Context: an optimization exercise on an open-source flow, tuned for small area, a short achievable clock period and few clock cycles per item. The choices shown serve that exercise and are no tape-out recipe. The RTL was checked by simulation tests, not by an equivalence proof against the original design.

==> flow/design.v, too long to show whole: its modules and the start of the top module <==
// module multi_dataflow_core: 1480 lines
// module mdf_fa: 10 lines
// module mdf_ha: 9 lines
module multi_dataflow_core (
  input  logic        ap_clk,
  input  logic        ap_rst,
  input  logic [31:0] in0_data,
  output logic        in0_full_n,
  input  logic        in0_write,
  input  logic [31:0] in1_data,
  output logic        in1_full_n,
  input  logic        in1_write,
  output logic [31:0] out0_data,
  input  logic        out0_full_n,
  output logic        out0_write,
  output logic [31:0] out1_data,
  input  logic        out1_full_n,
  output logic        out1_write,
  input  logic [7:0]  ID
);
  // ...
==> flow/flow/run.sh <==
#!/bin/bash
# The standard layout, with plain buffers (buf_4) rather than the default delay-cell
# buffers on the ports, and timing repair aimed at 5.3 ns of setup slack. Make's full output
# goes to standard_flow.log in the work folder.
set -euo pipefail
bash standard.sh "BUFFER_PORTS_ARGS=-buffer_cell sky130_fd_sc_hd__buf_4" SETUP_SLACK_MARGIN=5.3 finish > standard_flow.log 2>&1
==> flow/standard.sh <==
#!/bin/bash
# synth_recipe.tcl (not shown) runs the flow's synth.tcl, then flattens the netlist and writes it again
# the make line also repeats each setting of config.mk as NAME=value (left out here)
make -C /OpenROAD-flow-scripts/flow DESIGN_CONFIG=/design/flow/config.mk WORK_HOME=/design/flow/orfs CLKGATE_MAP_FILE= SYNTH_SCRIPT=/design/flow/synth_recipe.tcl "${@:-finish}"
==> flow/config.mk <==
export PLATFORM = sky130hd
export DESIGN_NAME = multi_dataflow_core
export DESIGN_NICKNAME = multi_dataflow_core
export VERILOG_FILES = /design/flow/design.v
export SDC_FILE = /design/flow/constraint.sdc
export NUM_CORES = 4
export LEC_CHECK = 0
export ABC_AREA = 1
export CAP_MARGIN = 20
export CORE_MARGIN = 2
export CORE_UTILIZATION = 40
export CTS_CLUSTER_DIAMETER = 100
export CTS_CLUSTER_SIZE = 24
export SLEW_MARGIN = 20
export SYNTH_HIERARCHICAL = 1
==> flow/constraint.sdc <==
create_clock -name core_clock -period 8.5 [get_ports {ap_clk}]
set_input_delay 1.7000 -clock core_clock [delete_from_list [all_inputs] [get_ports {ap_clk}]]
set_output_delay 1.7000 -clock core_clock [all_outputs]
set_load 0.01 [all_outputs]
==> impl_results.md, run 1 <==
- Status: no timing/DRC/antenna violations
- Count of non-CTS inverters in the layout: 332
- Reg2reg start: ha[21]
- Hold Crit Start: sa[24]
- First-pass GRT wire length: 123000 um
- Post-CTS Setup Inserts: 76
- Max-slew violations: 0
- Layout cell share with drive strength beyond 1: 18.4%
- Multi-input gate area: 15100 um^2
- Nonclk buf count: around 280
- Post-layout min period: around 3.5 ns
- Sink Count: 373
- Core area: 64500 um^2
- Start point of the critical path: ha[21]
- Sequential area share after synthesis: 37.1%
- Tightest Pin Transition: 0.978 ns
- Final-report hold violation count: 0
- Multi-input combinational cell count: 2008
- Crit path top cell by count: fa_1
- Site row count: 93
- Final-report setup violation count: 0
- Hold Slack: 0.460 ns
- Fmax: 0.287 GHz
- RSZ-0062 raised after global routing: yes
- Top FF cell, synth: edfxtp_1
- Post-route ant nets: 0
- XOR/XNOR share of the synthesized area: 9.34%
- Post-CTS Resized: 94
Testbench counts, summed over its fixed seeds: cycles 8,288, items 8,192.
==> run 2, diff against run 1 <==
--- a/flow/design.v
+++ b/flow/design.v
@@ -10,17 +10,17 @@
   output logic [31:0] out0_data,
   input  logic        out0_full_n,
   output logic        out0_write,
   output logic [31:0] out1_data,
   input  logic        out1_full_n,
   output logic        out1_write,
   input  logic [7:0]  ID
 );
-  localparam int NS1 = 120;
+  localparam int NS1 = 168;
   logic        hv_a, sv_a, hv_b, sv_b;
   logic        s1v, o0v, o1v;
   logic        id1_q, idok_q;
   logic        push_a, push_b, fire, adv0, s1_rdy, o1_rdy;
   logic [31:0] ha, hb, sa, sb;
   logic        fn_a, fn_b;    
   assign in0_full_n = fn_a;
   assign in1_full_n = fn_b;
@@ -1231,248 +1231,296 @@
   mdf_fa u_fa367 (.x(s183), .y(s186), .z(c166), .s(s365), .c(c366));
   mdf_fa u_fa370 (.x(c169), .y(c172), .z(c175), .s(s368), .c(c369));
   mdf_fa u_fa373 (.x(c35), .y(s189), .z(s192), .s(s371), .c(c372));
   mdf_fa u_fa376 (.x(s195), .y(s198), .z(c178), .s(s374), .c(c375));
   mdf_fa u_fa379 (.x(c181), .y(c184), .z(c187), .s(s377), .c(c378));
   mdf_fa u_fa381 (.x(c47), .y(s201), .z(s203), .s(s380), .c());
   mdf_fa u_fa383 (.x(s205), .y(s207), .z(c190), .s(s382), .c());
   mdf_fa u_fa385 (.x(c193), .y(c196), .z(c199), .s(s384), .c());
-  mdf_ha u_ha388 (.x(pp_0_6), .y(pp_1_4), .s(s386), .c(c387));
-  mdf_ha u_ha391 (.x(pp_0_7), .y(pp_1_5), .s(s389), .c(c390));
-  mdf_fa u_fa394 (.x(pp_0_8), .y(pp_1_6), .z(pp_2_4), .s(s392), .c(c393));
-  mdf_ha u_ha397 (.x(pp_3_2), .y(pp_4_0), .s(s395), .c(c396));
-  mdf_fa u_fa400 (.x(pp_0_9), .y(pp_1_7), .z(pp_2_5), .s(s398), .c(c399));
-  mdf_ha u_ha403 (.x(pp_3_3), .y(pp_4_1), .s(s401), .c(c402));
-  mdf_fa u_fa406 (.x(pp_2_6), .y(pp_3_4), .z(pp_4_2), .s(s404), .c(c405));
-  mdf_fa u_fa409 (.x(pp_5_0), .y(bn[5]), .z(s209), .s(s407), .c(c408));
-  mdf_fa u_fa412 (.x(pp_2_7), .y(pp_3_5), .z(pp_4_3), .s(s410), .c(c411));
-  mdf_fa u_fa415 (.x(pp_5_1), .y(s212), .z(c210), .s(s413), .c(c414));
-  mdf_fa u_fa418 (.x(pp_5_2), .y(pp_6_0), .z(bn[6]), .s(s416), .c(c417));
-  mdf_fa u_fa421 (.x(s215), .y(s218), .z(c213), .s(s419), .c(c420));
-  mdf_fa u_fa424 (.x(pp_5_3), .y(pp_6_1), .z(s221), .s(s422), .c(c423));
-  mdf_fa u_fa427 (.x(s224), .y(c216), .z(c219), .s(s425), .c(c426));
-  mdf_fa u_fa430 (.x(bn[7]), .y(s227), .z(s230), .s(s428), .c(c429));
-  mdf_fa u_fa433 (.x(s233), .y(c222), .z(c225), .s(s431), .c(c432));
-  mdf_fa u_fa436 (.x(s236), .y(s239), .z(s242), .s(s434), .c(c435));
-  mdf_fa u_fa439 (.x(c228), .y(c231), .z(c234), .s(s437), .c(c438));
-  mdf_fa u_fa442 (.x(s245), .y(s248), .z(s251), .s(s440), .c(c441));
-  mdf_fa u_fa445 (.x(c237), .y(c240), .z(c243), .s(s443), .c(c444));
-  mdf_fa u_fa448 (.x(s254), .y(s257), .z(s260), .s(s446), .c(c447));
-  mdf_fa u_fa451 (.x(c246), .y(c249), .z(c252), .s(s449), .c(c450));
-  mdf_fa u_fa454 (.x(s263), .y(s266), .z(s269), .s(s452), .c(c453));
-  mdf_fa u_fa457 (.x(c255), .y(c258), .z(c261), .s(s455), .c(c456));
-  mdf_fa u_fa460 (.x(s272), .y(s275), .z(s278), .s(s458), .c(c459));
-  mdf_fa u_fa463 (.x(c264), .y(c267), .z(c270), .s(s461), .c(c462));
-  mdf_fa u_fa466 (.x(s281), .y(s284), .z(s287), .s(s464), .c(c465));
-  mdf_fa u_fa469 (.x(c273), .y(c276), .z(c279), .s(s467), .c(c468));
-  mdf_fa u_fa472 (.x(s290), .y(s293), .z(s296), .s(s470), .c(c471));
-  mdf_fa u_fa475 (.x(c282), .y(c285), .z(c288), .s(s473), .c(c474));
-  mdf_fa u_fa478 (.x(s299), .y(s302), .z(s305), .s(s476), .c(c477));
-  mdf_fa u_fa481 (.x(c291), .y(c294), .z(c297), .s(s479), .c(c480));
-  mdf_fa u_fa484 (.x(s308), .y(s311), .z(s314), .s(s482), .c(c483));
-  mdf_fa u_fa487 (.x(c300), .y(c303), .z(c306), .s(s485), .c(c486));
-  mdf_fa u_fa490 (.x(s317), .y(s320), .z(s323), .s(s488), .c(c489));
-  mdf_fa u_fa493 (.x(c309), .y(c312), .z(c315), .s(s491), .c(c492));
-  mdf_fa u_fa496 (.x(s326), .y(s329), .z(s332), .s(s494), .c(c495));
-  mdf_fa u_fa499 (.x(c318), .y(c321), .z(c324), .s(s497), .c(c498));
-  mdf_fa u_fa502 (.x(s335), .y(s338), .z(s341), .s(s500), .c(c501));
-  mdf_fa u_fa505 (.x(c327), .y(c330), .z(c333), .s(s503), .c(c504));
-  mdf_fa u_fa508 (.x(s344), .y(s347), .z(s350), .s(s506), .c(c507));
-  mdf_fa u_fa511 (.x(c336), .y(c339), .z(c342), .s(s509), .c(c510));
-  mdf_fa u_fa514 (.x(s353), .y(s356), .z(s359), .s(s512), .c(c513));
-  mdf_fa u_fa517 (.x(c345), .y(c348), .z(c351), .s(s515), .c(c516));
-  mdf_fa u_fa520 (.x(s362), .y(s365), .z(s368), .s(s518), .c(c519));
-  mdf_fa u_fa523 (.x(c354), .y(c357), .z(c360), .s(s521), .c(c522));
-  mdf_fa u_fa526 (.x(s371), .y(s374), .z(s377), .s(s524), .c(c525));
-  mdf_fa u_fa529 (.x(c363), .y(c366), .z(c369), .s(s527), .c(c528));
-  mdf_fa u_fa531 (.x(s380), .y(s382), .z(s384), .s(s530), .c());
-  mdf_fa u_fa533 (.x(c372), .y(c375), .z(c378), .s(s532), .c());
   assign s1_d[0] = pp_0_0;
   assign s1_d[1] = bn0x;
   assign s1_d[2] = pp_0_1;
   assign s1_d[3] = bi1;
   assign s1_d[4] = pp_0_2;
   assign s1_d[5] = pp_1_0;
   assign s1_d[6] = bn[1];
   assign s1_d[7] = pp_0_3;
   assign s1_d[8] = pp_1_1;
   assign s1_d[9] = pp_0_4;
   assign s1_d[10] = pp_1_2;
   assign s1_d[11] = pp_2_0;
   assign s1_d[12] = bn[2];
   assign s1_d[13] = pp_0_5;
   assign s1_d[14] = pp_1_3;
   assign s1_d[15] = pp_2_1;
-  assign s1_d[16] = pp_2_2;
-  assign s1_d[17] = pp_3_0;
-  assign s1_d[18] = bn[3];
-  assign s1_d[19] = s386;
-  assign s1_d[20] = pp_2_3;
-  assign s1_d[21] = pp_3_1;
-  assign s1_d[22] = s389;
-  assign s1_d[23] = c387;
-  assign s1_d[24] = bn[4];
-  assign s1_d[25] = s392;
-  assign s1_d[26] = s395;
-  assign s1_d[27] = c390;
-  assign s1_d[28] = s398;
-  assign s1_d[29] = s401;
-  assign s1_d[30] = c393;
-  assign s1_d[31] = c396;
-  assign s1_d[32] = s404;
-  assign s1_d[33] = s407;
-  assign s1_d[34] = c399;
-  assign s1_d[35] = c402;
-  assign s1_d[36] = s410;
-  assign s1_d[37] = s413;
-  assign s1_d[38] = c405;
-  assign s1_d[39] = c408;
-  assign s1_d[40] = s416;
-  assign s1_d[41] = s419;
-  assign s1_d[42] = c411;
-  assign s1_d[43] = c414;
-  assign s1_d[44] = s422;
-  assign s1_d[45] = s425;
-  assign s1_d[46] = c417;
-  assign s1_d[47] = c420;
-  assign s1_d[48] = s428;
-  assign s1_d[49] = s431;
-  assign s1_d[50] = c423;
-  assign s1_d[51] = c426;
-  assign s1_d[52] = s434;
-  assign s1_d[53] = s437;
-  assign s1_d[54] = c429;
-  assign s1_d[55] = c432;
-  assign s1_d[56] = s440;
-  assign s1_d[57] = s443;
-  assign s1_d[58] = c435;
-  assign s1_d[59] = c438;
-  assign s1_d[60] = s446;
-  assign s1_d[61] = s449;
-  assign s1_d[62] = c441;
-  assign s1_d[63] = c444;
-  assign s1_d[64] = s452;
-  assign s1_d[65] = s455;
-  assign s1_d[66] = c447;
-  assign s1_d[67] = c450;
-  assign s1_d[68] = s458;
-  assign s1_d[69] = s461;
-  assign s1_d[70] = c453;
-  assign s1_d[71] = c456;
-  assign s1_d[72] = s464;
-  assign s1_d[73] = s467;
-  assign s1_d[74] = c459;
-  assign s1_d[75] = c462;
-  assign s1_d[76] = s470;
-  assign s1_d[77] = s473;
-  assign s1_d[78] = c465;
-  assign s1_d[79] = c468;
-  assign s1_d[80] = s476;
-  assign s1_d[81] = s479;
-  assign s1_d[82] = c471;
-  assign s1_d[83] = c474;
-  assign s1_d[84] = s482;
-  assign s1_d[85] = s485;
-  assign s1_d[86] = c477;
-  assign s1_d[87] = c480;
-  assign s1_d[88] = s488;
-  assign s1_d[89] = s491;
-  assign s1_d[90] = c483;
-  assign s1_d[91] = c486;
-  assign s1_d[92] = s494;
-  assign s1_d[93] = s497;
-  assign s1_d[94] = c489;
-  assign s1_d[95] = c492;
-  assign s1_d[96] = s500;
-  assign s1_d[97] = s503;
-  assign s1_d[98] = c495;
-  assign s1_d[99] = c498;
-  assign s1_d[100] = s506;
-  assign s1_d[101] = s509;
-  assign s1_d[102] = c501;
-  assign s1_d[103] = c504;
-  assign s1_d[104] = s512;
-  assign s1_d[105] = s515;
-  assign s1_d[106] = c507;
-  assign s1_d[107] = c510;
-  assign s1_d[108] = s518;
-  assign s1_d[109] = s521;
-  assign s1_d[110] = c513;
-  assign s1_d[111] = c516;
-  assign s1_d[112] = s524;
-  assign s1_d[113] = s527;
-  assign s1_d[114] = c519;
-  assign s1_d[115] = c522;
-  assign s1_d[116] = s530;
-  assign s1_d[117] = s532;
-  assign s1_d[118] = c525;
-  assign s1_d[119] = c528;
+  assign s1_d[16] = pp_0_6;
+  assign s1_d[17] = pp_1_4;
+  assign s1_d[18] = pp_2_2;
+  assign s1_d[19] = pp_3_0;
+  assign s1_d[20] = bn[3];
+  assign s1_d[21] = pp_0_7;
+  assign s1_d[22] = pp_1_5;
+  assign s1_d[23] = pp_2_3;
+  assign s1_d[24] = pp_3_1;
+  assign s1_d[25] = pp_0_8;
+  assign s1_d[26] = pp_1_6;
+  assign s1_d[27] = pp_2_4;
+  assign s1_d[28] = pp_3_2;
+  assign s1_d[29] = pp_4_0;
+  assign s1_d[30] = bn[4];
+  assign s1_d[31] = pp_0_9;
+  assign s1_d[32] = pp_1_7;
+  assign s1_d[33] = pp_2_5;
+  assign s1_d[34] = pp_3_3;
+  assign s1_d[35] = pp_4_1;
+  assign s1_d[36] = pp_2_6;
+  assign s1_d[37] = pp_3_4;
+  assign s1_d[38] = pp_4_2;
+  assign s1_d[39] = pp_5_0;
+  assign s1_d[40] = bn[5];
+  assign s1_d[41] = s209;
+  assign s1_d[42] = pp_2_7;
+  assign s1_d[43] = pp_3_5;
+  assign s1_d[44] = pp_4_3;
+  assign s1_d[45] = pp_5_1;
+  assign s1_d[46] = s212;
+  assign s1_d[47] = c210;
+  assign s1_d[48] = pp_5_2;
+  assign s1_d[49] = pp_6_0;
+  assign s1_d[50] = bn[6];
+  assign s1_d[51] = s215;
+  assign s1_d[52] = s218;
+  assign s1_d[53] = c213;
+  assign s1_d[54] = pp_5_3;
+  assign s1_d[55] = pp_6_1;
+  assign s1_d[56] = s221;
+  assign s1_d[57] = s224;
+  assign s1_d[58] = c216;
+  assign s1_d[59] = c219;
+  assign s1_d[60] = bn[7];
+  assign s1_d[61] = s227;
+  assign s1_d[62] = s230;
+  assign s1_d[63] = s233;
+  assign s1_d[64] = c222;
+  assign s1_d[65] = c225;
+  assign s1_d[66] = s236;
+  assign s1_d[67] = s239;
+  assign s1_d[68] = s242;
+  assign s1_d[69] = c228;
+  assign s1_d[70] = c231;
+  assign s1_d[71] = c234;
+  assign s1_d[72] = s245;
+  assign s1_d[73] = s248;
+  assign s1_d[74] = s251;
+  assign s1_d[75] = c237;
+  assign s1_d[76] = c240;
+  assign s1_d[77] = c243;
+  assign s1_d[78] = s254;
+  assign s1_d[79] = s257;
+  assign s1_d[80] = s260;
+  assign s1_d[81] = c246;
+  assign s1_d[82] = c249;
+  assign s1_d[83] = c252;
+  assign s1_d[84] = s263;
+  assign s1_d[85] = s266;
+  assign s1_d[86] = s269;
+  assign s1_d[87] = c255;
+  assign s1_d[88] = c258;
+  assign s1_d[89] = c261;
+  assign s1_d[90] = s272;
+  assign s1_d[91] = s275;
+  assign s1_d[92] = s278;
+  assign s1_d[93] = c264;
+  assign s1_d[94] = c267;
+  assign s1_d[95] = c270;
+  assign s1_d[96] = s281;
+  assign s1_d[97] = s284;
+  assign s1_d[98] = s287;
+  assign s1_d[99] = c273;
+  assign s1_d[100] = c276;
+  assign s1_d[101] = c279;
+  assign s1_d[102] = s290;
+  assign s1_d[103] = s293;
+  assign s1_d[104] = s296;
+  assign s1_d[105] = c282;
+  assign s1_d[106] = c285;
+  assign s1_d[107] = c288;
+  assign s1_d[108] = s299;
+  assign s1_d[109] = s302;
+  assign s1_d[110] = s305;
+  assign s1_d[111] = c291;
+  assign s1_d[112] = c294;
+  assign s1_d[113] = c297;
+  assign s1_d[114] = s308;
+  assign s1_d[115] = s311;
+  assign s1_d[116] = s314;
+  assign s1_d[117] = c300;
+  assign s1_d[118] = c303;
+  assign s1_d[119] = c306;
+  assign s1_d[120] = s317;
+  assign s1_d[121] = s320;
+  assign s1_d[122] = s323;
+  assign s1_d[123] = c309;
+  assign s1_d[124] = c312;
+  assign s1_d[125] = c315;
+  assign s1_d[126] = s326;
+  assign s1_d[127] = s329;
+  assign s1_d[128] = s332;
+  assign s1_d[129] = c318;
+  assign s1_d[130] = c321;
+  assign s1_d[131] = c324;
+  assign s1_d[132] = s335;
+  assign s1_d[133] = s338;
+  assign s1_d[134] = s341;
+  assign s1_d[135] = c327;
+  assign s1_d[136] = c330;
+  assign s1_d[137] = c333;
+  assign s1_d[138] = s344;
+  assign s1_d[139] = s347;
+  assign s1_d[140] = s350;
+  assign s1_d[141] = c336;
+  assign s1_d[142] = c339;
+  assign s1_d[143] = c342;
+  assign s1_d[144] = s353;
+  assign s1_d[145] = s356;
+  assign s1_d[146] = s359;
+  assign s1_d[147] = c345;
+  assign s1_d[148] = c348;
+  assign s1_d[149] = c351;
+  assign s1_d[150] = s362;
+  assign s1_d[151] = s365;
+  assign s1_d[152] = s368;
+  assign s1_d[153] = c354;
+  assign s1_d[154] = c357;
+  assign s1_d[155] = c360;
+  assign s1_d[156] = s371;
+  assign s1_d[157] = s374;
+  assign s1_d[158] = s377;
+  assign s1_d[159] = c363;
+  assign s1_d[160] = c366;
+  assign s1_d[161] = c369;
+  assign s1_d[162] = s380;
+  assign s1_d[163] = s382;
+  assign s1_d[164] = s384;
+  assign s1_d[165] = c372;
+  assign s1_d[166] = c375;
+  assign s1_d[167] = c378;
   always_ff @(posedge ap_clk) begin
     if (s1_rdy) s1_q <= s1_d;
   end
   logic [31:0] px, py, o0_q;
+  mdf_ha u_ha388 (.x(s1_q[16]), .y(s1_q[17]), .s(s386), .c(c387));
+  mdf_ha u_ha391 (.x(s1_q[21]), .y(s1_q[22]), .s(s389), .c(c390));
+  mdf_fa u_fa394 (.x(s1_q[25]), .y(s1_q[26]), .z(s1_q[27]), .s(s392), .c(c393));
+  mdf_ha u_ha397 (.x(s1_q[28]), .y(s1_q[29]), .s(s395), .c(c396));
+  mdf_fa u_fa400 (.x(s1_q[31]), .y(s1_q[32]), .z(s1_q[33]), .s(s398), .c(c399));
+  mdf_ha u_ha403 (.x(s1_q[34]), .y(s1_q[35]), .s(s401), .c(c402));
+  mdf_fa u_fa406 (.x(s1_q[36]), .y(s1_q[37]), .z(s1_q[38]), .s(s404), .c(c405));
+  mdf_fa u_fa409 (.x(s1_q[39]), .y(s1_q[40]), .z(s1_q[41]), .s(s407), .c(c408));
+  mdf_fa u_fa412 (.x(s1_q[42]), .y(s1_q[43]), .z(s1_q[44]), .s(s410), .c(c411));
+  mdf_fa u_fa415 (.x(s1_q[45]), .y(s1_q[46]), .z(s1_q[47]), .s(s413), .c(c414));
+  mdf_fa u_fa418 (.x(s1_q[48]), .y(s1_q[49]), .z(s1_q[50]), .s(s416), .c(c417));
+  mdf_fa u_fa421 (.x(s1_q[51]), .y(s1_q[52]), .z(s1_q[53]), .s(s419), .c(c420));
+  mdf_fa u_fa424 (.x(s1_q[54]), .y(s1_q[55]), .z(s1_q[56]), .s(s422), .c(c423));
+  mdf_fa u_fa427 (.x(s1_q[57]), .y(s1_q[58]), .z(s1_q[59]), .s(s425), .c(c426));
+  mdf_fa u_fa430 (.x(s1_q[60]), .y(s1_q[61]), .z(s1_q[62]), .s(s428), .c(c429));
+  mdf_fa u_fa433 (.x(s1_q[63]), .y(s1_q[64]), .z(s1_q[65]), .s(s431), .c(c432));
+  mdf_fa u_fa436 (.x(s1_q[66]), .y(s1_q[67]), .z(s1_q[68]), .s(s434), .c(c435));
+  mdf_fa u_fa439 (.x(s1_q[69]), .y(s1_q[70]), .z(s1_q[71]), .s(s437), .c(c438));
+  mdf_fa u_fa442 (.x(s1_q[72]), .y(s1_q[73]), .z(s1_q[74]), .s(s440), .c(c441));
+  mdf_fa u_fa445 (.x(s1_q[75]), .y(s1_q[76]), .z(s1_q[77]), .s(s443), .c(c444));
+  mdf_fa u_fa448 (.x(s1_q[78]), .y(s1_q[79]), .z(s1_q[80]), .s(s446), .c(c447));
+  mdf_fa u_fa451 (.x(s1_q[81]), .y(s1_q[82]), .z(s1_q[83]), .s(s449), .c(c450));
+  mdf_fa u_fa454 (.x(s1_q[84]), .y(s1_q[85]), .z(s1_q[86]), .s(s452), .c(c453));
+  mdf_fa u_fa457 (.x(s1_q[87]), .y(s1_q[88]), .z(s1_q[89]), .s(s455), .c(c456));
+  mdf_fa u_fa460 (.x(s1_q[90]), .y(s1_q[91]), .z(s1_q[92]), .s(s458), .c(c459));
+  mdf_fa u_fa463 (.x(s1_q[93]), .y(s1_q[94]), .z(s1_q[95]), .s(s461), .c(c462));
+  mdf_fa u_fa466 (.x(s1_q[96]), .y(s1_q[97]), .z(s1_q[98]), .s(s464), .c(c465));
+  mdf_fa u_fa469 (.x(s1_q[99]), .y(s1_q[100]), .z(s1_q[101]), .s(s467), .c(c468));
+  mdf_fa u_fa472 (.x(s1_q[102]), .y(s1_q[103]), .z(s1_q[104]), .s(s470), .c(c471));
+  mdf_fa u_fa475 (.x(s1_q[105]), .y(s1_q[106]), .z(s1_q[107]), .s(s473), .c(c474));
+  mdf_fa u_fa478 (.x(s1_q[108]), .y(s1_q[109]), .z(s1_q[110]), .s(s476), .c(c477));
+  mdf_fa u_fa481 (.x(s1_q[111]), .y(s1_q[112]), .z(s1_q[113]), .s(s479), .c(c480));
+  mdf_fa u_fa484 (.x(s1_q[114]), .y(s1_q[115]), .z(s1_q[116]), .s(s482), .c(c483));
+  mdf_fa u_fa487 (.x(s1_q[117]), .y(s1_q[118]), .z(s1_q[119]), .s(s485), .c(c486));
+  mdf_fa u_fa490 (.x(s1_q[120]), .y(s1_q[121]), .z(s1_q[122]), .s(s488), .c(c489));
+  mdf_fa u_fa493 (.x(s1_q[123]), .y(s1_q[124]), .z(s1_q[125]), .s(s491), .c(c492));
+  mdf_fa u_fa496 (.x(s1_q[126]), .y(s1_q[127]), .z(s1_q[128]), .s(s494), .c(c495));
+  mdf_fa u_fa499 (.x(s1_q[129]), .y(s1_q[130]), .z(s1_q[131]), .s(s497), .c(c498));
+  mdf_fa u_fa502 (.x(s1_q[132]), .y(s1_q[133]), .z(s1_q[134]), .s(s500), .c(c501));
+  mdf_fa u_fa505 (.x(s1_q[135]), .y(s1_q[136]), .z(s1_q[137]), .s(s503), .c(c504));
+  mdf_fa u_fa508 (.x(s1_q[138]), .y(s1_q[139]), .z(s1_q[140]), .s(s506), .c(c507));
+  mdf_fa u_fa511 (.x(s1_q[141]), .y(s1_q[142]), .z(s1_q[143]), .s(s509), .c(c510));
+  mdf_fa u_fa514 (.x(s1_q[144]), .y(s1_q[145]), .z(s1_q[146]), .s(s512), .c(c513));
+  mdf_fa u_fa517 (.x(s1_q[147]), .y(s1_q[148]), .z(s1_q[149]), .s(s515), .c(c516));
+  mdf_fa u_fa520 (.x(s1_q[150]), .y(s1_q[151]), .z(s1_q[152]), .s(s518), .c(c519));
+  mdf_fa u_fa523 (.x(s1_q[153]), .y(s1_q[154]), .z(s1_q[155]), .s(s521), .c(c522));
+  mdf_fa u_fa526 (.x(s1_q[156]), .y(s1_q[157]), .z(s1_q[158]), .s(s524), .c(c525));
+  mdf_fa u_fa529 (.x(s1_q[159]), .y(s1_q[160]), .z(s1_q[161]), .s(s527), .c(c528));
+  mdf_fa u_fa531 (.x(s1_q[162]), .y(s1_q[163]), .z(s1_q[164]), .s(s530), .c());
+  mdf_fa u_fa533 (.x(s1_q[165]), .y(s1_q[166]), .z(s1_q[167]), .s(s532), .c());
   mdf_ha u_ha536 (.x(s1_q[9]), .y(s1_q[10]), .s(s534), .c(c535));
   mdf_ha u_ha539 (.x(s1_q[13]), .y(s1_q[14]), .s(s537), .c(c538));
-  mdf_fa u_fa542 (.x(s1_q[16]), .y(s1_q[17]), .z(s1_q[18]), .s(s540), .c(c541));
-  mdf_fa u_fa545 (.x(s1_q[20]), .y(s1_q[21]), .z(s1_q[22]), .s(s543), .c(c544));
-  mdf_fa u_fa548 (.x(s1_q[24]), .y(s1_q[25]), .z(s1_q[26]), .s(s546), .c(c547));
-  mdf_fa u_fa551 (.x(s1_q[28]), .y(s1_q[29]), .z(s1_q[30]), .s(s549), .c(c550));
-  mdf_fa u_fa554 (.x(s1_q[32]), .y(s1_q[33]), .z(s1_q[34]), .s(s552), .c(c553));
-  mdf_fa u_fa557 (.x(s1_q[36]), .y(s1_q[37]), .z(s1_q[38]), .s(s555), .c(c556));
-  mdf_fa u_fa560 (.x(s1_q[40]), .y(s1_q[41]), .z(s1_q[42]), .s(s558), .c(c559));
-  mdf_fa u_fa563 (.x(s1_q[44]), .y(s1_q[45]), .z(s1_q[46]), .s(s561), .c(c562));
-  mdf_fa u_fa566 (.x(s1_q[48]), .y(s1_q[49]), .z(s1_q[50]), .s(s564), .c(c565));
-  mdf_fa u_fa569 (.x(s1_q[52]), .y(s1_q[53]), .z(s1_q[54]), .s(s567), .c(c568));
-  mdf_fa u_fa572 (.x(s1_q[56]), .y(s1_q[57]), .z(s1_q[58]), .s(s570), .c(c571));
-  mdf_fa u_fa575 (.x(s1_q[60]), .y(s1_q[61]), .z(s1_q[62]), .s(s573), .c(c574));
-  mdf_fa u_fa578 (.x(s1_q[64]), .y(s1_q[65]), .z(s1_q[66]), .s(s576), .c(c577));
-  mdf_fa u_fa581 (.x(s1_q[68]), .y(s1_q[69]), .z(s1_q[70]), .s(s579), .c(c580));
-  mdf_fa u_fa584 (.x(s1_q[72]), .y(s1_q[73]), .z(s1_q[74]), .s(s582), .c(c583));
-  mdf_fa u_fa587 (.x(s1_q[76]), .y(s1_q[77]), .z(s1_q[78]), .s(s585), .c(c586));
-  mdf_fa u_fa590 (.x(s1_q[80]), .y(s1_q[81]), .z(s1_q[82]), .s(s588), .c(c589));
-  mdf_fa u_fa593 (.x(s1_q[84]), .y(s1_q[85]), .z(s1_q[86]), .s(s591), .c(c592));
-  mdf_fa u_fa596 (.x(s1_q[88]), .y(s1_q[89]), .z(s1_q[90]), .s(s594), .c(c595));
-  mdf_fa u_fa599 (.x(s1_q[92]), .y(s1_q[93]), .z(s1_q[94]), .s(s597), .c(c598));
-  mdf_fa u_fa602 (.x(s1_q[96]), .y(s1_q[97]), .z(s1_q[98]), .s(s600), .c(c601));
-  mdf_fa u_fa605 (.x(s1_q[100]), .y(s1_q[101]), .z(s1_q[102]), .s(s603), .c(c604));
-  mdf_fa u_fa608 (.x(s1_q[104]), .y(s1_q[105]), .z(s1_q[106]), .s(s606), .c(c607));
-  mdf_fa u_fa611 (.x(s1_q[108]), .y(s1_q[109]), .z(s1_q[110]), .s(s609), .c(c610));
-  mdf_fa u_fa614 (.x(s1_q[112]), .y(s1_q[113]), .z(s1_q[114]), .s(s612), .c(c613));
-  mdf_fa u_fa616 (.x(s1_q[116]), .y(s1_q[117]), .z(s1_q[118]), .s(s615), .c());
+  mdf_fa u_fa542 (.x(s1_q[18]), .y(s1_q[19]), .z(s1_q[20]), .s(s540), .c(c541));
+  mdf_fa u_fa545 (.x(s1_q[23]), .y(s1_q[24]), .z(s389), .s(s543), .c(c544));
+  mdf_fa u_fa548 (.x(s1_q[30]), .y(s392), .z(s395), .s(s546), .c(c547));
+  mdf_fa u_fa551 (.x(s398), .y(s401), .z(c393), .s(s549), .c(c550));
+  mdf_fa u_fa554 (.x(s404), .y(s407), .z(c399), .s(s552), .c(c553));
+  mdf_fa u_fa557 (.x(s410), .y(s413), .z(c405), .s(s555), .c(c556));
+  mdf_fa u_fa560 (.x(s416), .y(s419), .z(c411), .s(s558), .c(c559));
+  mdf_fa u_fa563 (.x(s422), .y(s425), .z(c417), .s(s561), .c(c562));
+  mdf_fa u_fa566 (.x(s428), .y(s431), .z(c423), .s(s564), .c(c565));
+  mdf_fa u_fa569 (.x(s434), .y(s437), .z(c429), .s(s567), .c(c568));
+  mdf_fa u_fa572 (.x(s440), .y(s443), .z(c435), .s(s570), .c(c571));
+  mdf_fa u_fa575 (.x(s446), .y(s449), .z(c441), .s(s573), .c(c574));
+  mdf_fa u_fa578 (.x(s452), .y(s455), .z(c447), .s(s576), .c(c577));
+  mdf_fa u_fa581 (.x(s458), .y(s461), .z(c453), .s(s579), .c(c580));
+  mdf_fa u_fa584 (.x(s464), .y(s467), .z(c459), .s(s582), .c(c583));
+  mdf_fa u_fa587 (.x(s470), .y(s473), .z(c465), .s(s585), .c(c586));
+  mdf_fa u_fa590 (.x(s476), .y(s479), .z(c471), .s(s588), .c(c589));
+  mdf_fa u_fa593 (.x(s482), .y(s485), .z(c477), .s(s591), .c(c592));
+  mdf_fa u_fa596 (.x(s488), .y(s491), .z(c483), .s(s594), .c(c595));
+  mdf_fa u_fa599 (.x(s494), .y(s497), .z(c489), .s(s597), .c(c598));
+  mdf_fa u_fa602 (.x(s500), .y(s503), .z(c495), .s(s600), .c(c601));
+  mdf_fa u_fa605 (.x(s506), .y(s509), .z(c501), .s(s603), .c(c604));
+  mdf_fa u_fa608 (.x(s512), .y(s515), .z(c507), .s(s606), .c(c607));
+  mdf_fa u_fa611 (.x(s518), .y(s521), .z(c513), .s(s609), .c(c610));
+  mdf_fa u_fa614 (.x(s524), .y(s527), .z(c519), .s(s612), .c(c613));
+  mdf_fa u_fa616 (.x(s530), .y(s532), .z(c525), .s(s615), .c());
   mdf_ha u_ha619 (.x(s1_q[4]), .y(s1_q[5]), .s(s617), .c(c618));
   mdf_ha u_ha622 (.x(s1_q[7]), .y(s1_q[8]), .s(s620), .c(c621));
   mdf_fa u_fa625 (.x(s1_q[11]), .y(s1_q[12]), .z(s534), .s(s623), .c(c624));
   mdf_fa u_fa628 (.x(s1_q[15]), .y(s537), .z(c535), .s(s626), .c(c627));
-  mdf_fa u_fa631 (.x(s1_q[19]), .y(s540), .z(c538), .s(s629), .c(c630));
-  mdf_fa u_fa634 (.x(s1_q[23]), .y(s543), .z(c541), .s(s632), .c(c633));
-  mdf_fa u_fa637 (.x(s1_q[27]), .y(s546), .z(c544), .s(s635), .c(c636));
-  mdf_fa u_fa640 (.x(s1_q[31]), .y(s549), .z(c547), .s(s638), .c(c639));
-  mdf_fa u_fa643 (.x(s1_q[35]), .y(s552), .z(c550), .s(s641), .c(c642));
-  mdf_fa u_fa646 (.x(s1_q[39]), .y(s555), .z(c553), .s(s644), .c(c645));
-  mdf_fa u_fa649 (.x(s1_q[43]), .y(s558), .z(c556), .s(s647), .c(c648));
-  mdf_fa u_fa652 (.x(s1_q[47]), .y(s561), .z(c559), .s(s650), .c(c651));
-  mdf_fa u_fa655 (.x(s1_q[51]), .y(s564), .z(c562), .s(s653), .c(c654));
-  mdf_fa u_fa658 (.x(s1_q[55]), .y(s567), .z(c565), .s(s656), .c(c657));
-  mdf_fa u_fa661 (.x(s1_q[59]), .y(s570), .z(c568), .s(s659), .c(c660));
-  mdf_fa u_fa664 (.x(s1_q[63]), .y(s573), .z(c571), .s(s662), .c(c663));
-  mdf_fa u_fa667 (.x(s1_q[67]), .y(s576), .z(c574), .s(s665), .c(c666));
-  mdf_fa u_fa670 (.x(s1_q[71]), .y(s579), .z(c577), .s(s668), .c(c669));
-  mdf_fa u_fa673 (.x(s1_q[75]), .y(s582), .z(c580), .s(s671), .c(c672));
-  mdf_fa u_fa676 (.x(s1_q[79]), .y(s585), .z(c583), .s(s674), .c(c675));
-  mdf_fa u_fa679 (.x(s1_q[83]), .y(s588), .z(c586), .s(s677), .c(c678));
-  mdf_fa u_fa682 (.x(s1_q[87]), .y(s591), .z(c589), .s(s680), .c(c681));
-  mdf_fa u_fa685 (.x(s1_q[91]), .y(s594), .z(c592), .s(s683), .c(c684));
-  mdf_fa u_fa688 (.x(s1_q[95]), .y(s597), .z(c595), .s(s686), .c(c687));
-  mdf_fa u_fa691 (.x(s1_q[99]), .y(s600), .z(c598), .s(s689), .c(c690));
-  mdf_fa u_fa694 (.x(s1_q[103]), .y(s603), .z(c601), .s(s692), .c(c693));
-  mdf_fa u_fa697 (.x(s1_q[107]), .y(s606), .z(c604), .s(s695), .c(c696));
-  mdf_fa u_fa700 (.x(s1_q[111]), .y(s609), .z(c607), .s(s698), .c(c699));
-  mdf_fa u_fa703 (.x(s1_q[115]), .y(s612), .z(c610), .s(s701), .c(c702));
-  mdf_fa u_fa705 (.x(s1_q[119]), .y(s615), .z(c613), .s(s704), .c());
+  mdf_fa u_fa631 (.x(s386), .y(s540), .z(c538), .s(s629), .c(c630));
+  mdf_fa u_fa634 (.x(c387), .y(s543), .z(c541), .s(s632), .c(c633));
+  mdf_fa u_fa637 (.x(c390), .y(s546), .z(c544), .s(s635), .c(c636));
+  mdf_fa u_fa640 (.x(c396), .y(s549), .z(c547), .s(s638), .c(c639));
+  mdf_fa u_fa643 (.x(c402), .y(s552), .z(c550), .s(s641), .c(c642));
+  mdf_fa u_fa646 (.x(c408), .y(s555), .z(c553), .s(s644), .c(c645));
+  mdf_fa u_fa649 (.x(c414), .y(s558), .z(c556), .s(s647), .c(c648));
+  mdf_fa u_fa652 (.x(c420), .y(s561), .z(c559), .s(s650), .c(c651));
+  mdf_fa u_fa655 (.x(c426), .y(s564), .z(c562), .s(s653), .c(c654));
+  mdf_fa u_fa658 (.x(c432), .y(s567), .z(c565), .s(s656), .c(c657));
+  mdf_fa u_fa661 (.x(c438), .y(s570), .z(c568), .s(s659), .c(c660));
+  mdf_fa u_fa664 (.x(c444), .y(s573), .z(c571), .s(s662), .c(c663));
+  mdf_fa u_fa667 (.x(c450), .y(s576), .z(c574), .s(s665), .c(c666));
+  mdf_fa u_fa670 (.x(c456), .y(s579), .z(c577), .s(s668), .c(c669));
+  mdf_fa u_fa673 (.x(c462), .y(s582), .z(c580), .s(s671), .c(c672));
+  mdf_fa u_fa676 (.x(c468), .y(s585), .z(c583), .s(s674), .c(c675));
+  mdf_fa u_fa679 (.x(c474), .y(s588), .z(c586), .s(s677), .c(c678));
+  mdf_fa u_fa682 (.x(c480), .y(s591), .z(c589), .s(s680), .c(c681));
+  mdf_fa u_fa685 (.x(c486), .y(s594), .z(c592), .s(s683), .c(c684));
+  mdf_fa u_fa688 (.x(c492), .y(s597), .z(c595), .s(s686), .c(c687));
+  mdf_fa u_fa691 (.x(c498), .y(s600), .z(c598), .s(s689), .c(c690));
+  mdf_fa u_fa694 (.x(c504), .y(s603), .z(c601), .s(s692), .c(c693));
+  mdf_fa u_fa697 (.x(c510), .y(s606), .z(c604), .s(s695), .c(c696));
+  mdf_fa u_fa700 (.x(c516), .y(s609), .z(c607), .s(s698), .c(c699));
+  mdf_fa u_fa703 (.x(c522), .y(s612), .z(c610), .s(s701), .c(c702));
+  mdf_fa u_fa705 (.x(c528), .y(s615), .z(c613), .s(s704), .c());
   assign px = {s704, s701, s698, s695, s692, s689, s686, s683, s680, s677, s674, s671, s668, s665, s662, s659, s656, s653, s650, s647, s644, s641, s638, s635, s632, s629, s626, s623, s620, s1_q[6], s1_q[2], s1_q[0]};
   assign py = {c702, c699, c696, c693, c690, c687, c684, c681, c678, c675, c672, c669, c666, c663, c660, c657, c654, c651, c648, c645, c642, c639, c636, c633, c630, c627, c624, c621, c618, s617, s1_q[3], s1_q[1]};
   always_ff @(posedge ap_clk) begin
     if (adv0) o0_q <= px + py;
   end
   assign out0_data  = o0_q;
   assign out1_data  = o1_q;
   assign out0_write = o0v;
==> flow/flow/run.sh (replaced) <==
#!/bin/bash
# The standard layout, with plain buffers (buf_4) rather than the default delay-cell
# buffers on the ports. Make's full output goes to standard_flow.log in the work folder.
set -euo pipefail
bash standard.sh "BUFFER_PORTS_ARGS=-buffer_cell sky130_fd_sc_hd__buf_4" finish > standard_flow.log 2>&1
==> flow/config.mk (replaced) <==
export PLATFORM = sky130hd
export DESIGN_NAME = multi_dataflow_core
export DESIGN_NICKNAME = multi_dataflow_core
export VERILOG_FILES = /design/flow/design.v
export SDC_FILE = /design/flow/constraint.sdc
export NUM_CORES = 4
export LEC_CHECK = 0
export ABC_AREA = 1
export CAP_MARGIN = 20
export CORE_MARGIN = 2
export CORE_UTILIZATION = 40
export SETUP_SLACK_MARGIN = 5
export SLEW_MARGIN = 20
export SYNTH_HIERARCHICAL = 1
==> run 2 against run 1 <==
Net effect: still clean; sequential share of layout area is 3.3 points higher; first-iteration DRC count is 1.4% lower; final cell count increased by 1.1%; die area up 5.4%; critical path type unchanged.
==> impl_results.md, run 2 <==
- Status: no timing/DRC/antenna violations (unchanged)
- Syn Area/Cell: 9.49 um^2 (was 9.14 um^2)
- Mapped Area: 27500 um^2 (was 26100 um^2)
- Wirelength per Cell: 20.6 um (was 20.4 um)
- Post-layout min period: 3.47 ns (was 3.49 ns)
- Relative slew slack: 29.3% (was 34.7%)
- Main combinational cell family by area after synthesis: adder cells (unchanged)
- Met2 Usage GRT: 36.9% (was 39.2%)
- Largest net degree at the start of global routing: 87 (was 72)
- All-Layer GR Usage: 22.8% (was 23.4%)
- RSZ-0062 raised after global routing: yes (unchanged)
- Die ar.: 70900 um^2 (was 67200 um^2)
- Post-route ant nets: 0 (unchanged)
- Crit Path Category: register to register (unchanged)
- Layout area overhead: 15.1% (was 16.7%)
- Yosys top cell area share: 28.8% (was 24.9%)
- Vias/cell: 5.30 (was 5.35)
- Detailed Route WL: 80800 um (was 79400 um)
- Commonest non-fill, non-tap cells in the layout: nand2_1 (674), inv_1 (271), edfxtp_1 (264) (was nand2_1 (696), inv_1 (256), xor2_1 (246))
- Initial drt markers: 1811 (was 1836)
- Clk slew on worst S/H paths: 0.06 ns (was 0.09 ns)
- XOR/XNOR share of the synthesized area: 8.85% (was 9.34%)
- DR pass1 iterations: 7 (was 6)
- Compound-Gate Fraction of Synth Area: 9.35% (was 9.87%)
- #FFs+latches synth: 421 (was 373)
- Port Buf Inserts: 145 (unchanged)
- Most numerous cell in the Yosys netlist: nand2_1 (unchanged)
- Startpoint Class: register (unchanged)
- Hold WC Path Type: register to register (unchanged)
- Max-slew violations: 0 (unchanged)
- Simple-Gate Fraction of Synth Area: 15.1% (was 15.9%)
- Adder-cell share of the synthesized area: 19.6% (was 20.7%)
- CP Data Arrival Time: 3.82 ns (about the same)
- Layout cell share with drive strength beyond 1: 16.2% (was 18.4%)
- Syn Inst Count: 2900 (was 2852)
- Reg with most FFs: s1_q (unchanged)
- Post-layout util: 46.4% (was 47.2%)
- Gr busiest metal: met2 (unchanged)
- Initial antenna violation count: 2 (was 0)
- Sequential area share after synthesis: 40.4% (was 37.1%)
- Worst Skew: 0.0427 ns (was 0.0476 ns)
- Number of synthesized flops with an enable pin: 264 (was 216)
- Remaining Overflow, GRT: 0 (unchanged)
- Max-cap check violation count: 0 (unchanged)
- Vias in the first global route: 21220 (was 21152)
- Final-report setup violation count: 0 (unchanged)
- Tightest Pin Transition: 1.06 ns (was 0.978 ns)
- Biggest area consumer among synthesized cells: edfxtp_1 (unchanged)
- Chip width: 266 um (was 259 um)
- First-pass GRT wire length: 125000 um (was 123000 um)
- Clock Latency Late Sink: 0.61 ns (about the same)
- Nets: 3389 (was 3397)
- Leading cell type in the layout, fill and taps excluded: nand2_1 (unchanged)
- Crit path capture type: register (unchanged)
- Synthesized Nets: 3282 (was 3234)
- Cell depth of the worst flop-to-flop path: 10 (was 8)
- # DRC: 0 (unchanged)
- Root Buffer: clkbuf_16 (unchanged)
- Hold Path Depth: 2 (unchanged)
- Post-synth top cells: nand2_1 (711), inv_1 (275), edfxtp_1 (264) (was nand2_1 (711), inv_1 (275), xor2_1 (255))
- Fmax: 0.288 GHz (was 0.287 GHz)
- Vias: 20810 (was 20760)
- Site row count: 96 (was 93)
- Final-report hold violation count: 0 (unchanged)
- Sink Count: 421 (was 373)
- Fillers: 6437 (was 6008)
- Post-synth ARST share: 2.38% (was 2.68%)
- Multi-input gate area: 15100 um^2 (about the same)
- YS warnings: 7 (unchanged)
- GR Util met1: 30.9% (was 31.3%)
- Multiplexer share of the synthesized area: 0.0364% (was 0.0384%)
- DP Wirelength: 58700 um (was 57100 um)
- Final GP Congestion: 0.915 (was 0.894)
- Ports: 146 (unchanged)
- Die height: 266 um (was 259 um)
- CP max FO: 4 (was 6)
- H-Tree Level Count: 2 (was 1)
- Clk buf depth: 3 (unchanged)
- M3 GR Usage: 4.36% (was 3.28%)
- Required @ worst endpoint: 8.86 ns (was 8.83 ns)
- Initial Util: 40.3% (was 40.4%)
- ANT cells: 0 (unchanged)
- Largest cells by area after synthesis: edfxtp_1 (29%), fa_1 (15%), dfxtp_1 (11%) (was edfxtp_1 (25%), fa_1 (16%), dfxtp_1 (11%))
- Max reg flops: 168 (was 120)
- Sequential cell area: 11100 um^2 (was 9690 um^2)
- CTS Buf Count: 46 (was 23)
- Top FF cell, synth: edfxtp_1 (unchanged)
- Core area: 68300 um^2 (was 64500 um^2)
- Library cells used by synthesis: 44 (unchanged)
- Post-route clock period utilization: 40.8% (was 41.0%)
- CTS tree: yes (unchanged)
- Fin Setup TNS: 0 ns (unchanged)
==> run 2: Yosys stat by module, one instance, submodules excluded <==
module               area [um^2]  cells inside
mdf_ha                      12.5             1
multi_dataflow_core        22900          2660
mdf_fa                      20.0             1
==> run 2: final timing paths <==
check | start | endpoint | slack [ns]
worst max-delay path | s1_q[46] | o0_q[12] | 5.03
worst min-delay path | sa[30] | sa[30] | 0.45
worst max register to register | s1_q[46] | o0_q[12] | 5.03
worst min register to register | sa[30] | sa[30] | 0.45
max in group asynchronous | ap_rst | fn_b | 7.37
min in group asynchronous | ap_rst | sv_a | 0.91
==> run 2: logic make-up after synthesis <==
group / count (synthesis)
AO/OA/AOI/OAI: 401
XOR/XNOR: 278
AND/OR/NAND/NOR: 1023
flip-flops: 421
adder cells (fa/ha/maj): 304
buffers and inverters: 472
multiplexers: 1
==> run 2: per-layer routing <==
layer	vias to the layer above	part of all wire (%)
li1	9689	-
met1	10036	43
met2	891	46
met3	190	7.1
met4	4	3.2
met5	-	0.027
==> run 2: timing repair <==
action,in CTS,in global routing
endpoints found under the setup margin,141,43
cloned,1,0
setup buffers,4,13
gates resized for setup,52,62
hold buffers,0,0
pin swaps,20,62
==> run 2: area by class of cell <==
cell class,count,share of cell area [%]
clock buffers,57,3.89
flip-flops and latches,421,35.1
clock inverters,27,0.976
inverters,330,4.01
repair buffers,200,4.76
repair inverters,1,0.0158
well taps,882,3.48
multi-input cells,2007,47.7
==> run 2: worst max-delay path, stage by stage (launching register included) <==
cell and delay, ns:
edfxtp_1 0.39, fa_1 0.61, fa_1 0.46, fa_2 0.60, ha_4 0.22, nand2_2 0.06
nand2_2 0.06, o21bai_4 0.17, nand3b_1 0.28, buf_4 0.21, xor2_1 0.14
==> run 2: per-stage QoR <==
| stage | hold WS [ns] | cells | setup slack, ns | cell area (um^2) |
|---|---|---|---|---|
| finish | 0.448 | 3925 | 5.03 | 31700 |
| global route | 0.477 | 3925 | 4.90 | 31700 |
| CTS | 0.453 | 3912 | 4.94 | 31400 |
| detailed placement | 0.433 | 3823 | 4.18 | 29500 |
| global placement | 0.432 | 3823 | 4.24 | 29500 |
| floorplan | 0.386 | 2900 | 4.15 | 27600 |
Testbench counts of run 2, summed over its fixed seeds: cycles 8,288, items 8,192.

-- port drivers added, routing unchanged --
How much do the figures lean on ideal ports? The routed layouts below were timed once more, with nothing changed but the port constraints.
Step 1 sets driving cells, clkbuf_16 on the clock port and buf_2 on the other inputs (assumed; they add their load-dependent delay and slew).
Step 2, shift: input delay + t, output delay - t, t = (earliest + latest rising clock arrival at the registers) / 2. This alone moves slack from input paths to output paths.
Three values: ideal, step 1, step 2; two values: the first two.
| run | shift t [ns] | slack for setup (ns) | worst slew at a driven data input, ns |
|---|---|---|---|
| run 1 | 0.641 | 5.014 / 5.014 / 4.898 | 0.05 |
| run 2 | 0.653 | 5.031 / 5.031 / 4.514 | 0.05 |
After both steps every run listed still meets setup and hold. For run 2, which loses most, drivers alone change the setup slack by 0.000 ns; drivers and shift together by -0.517 ns.
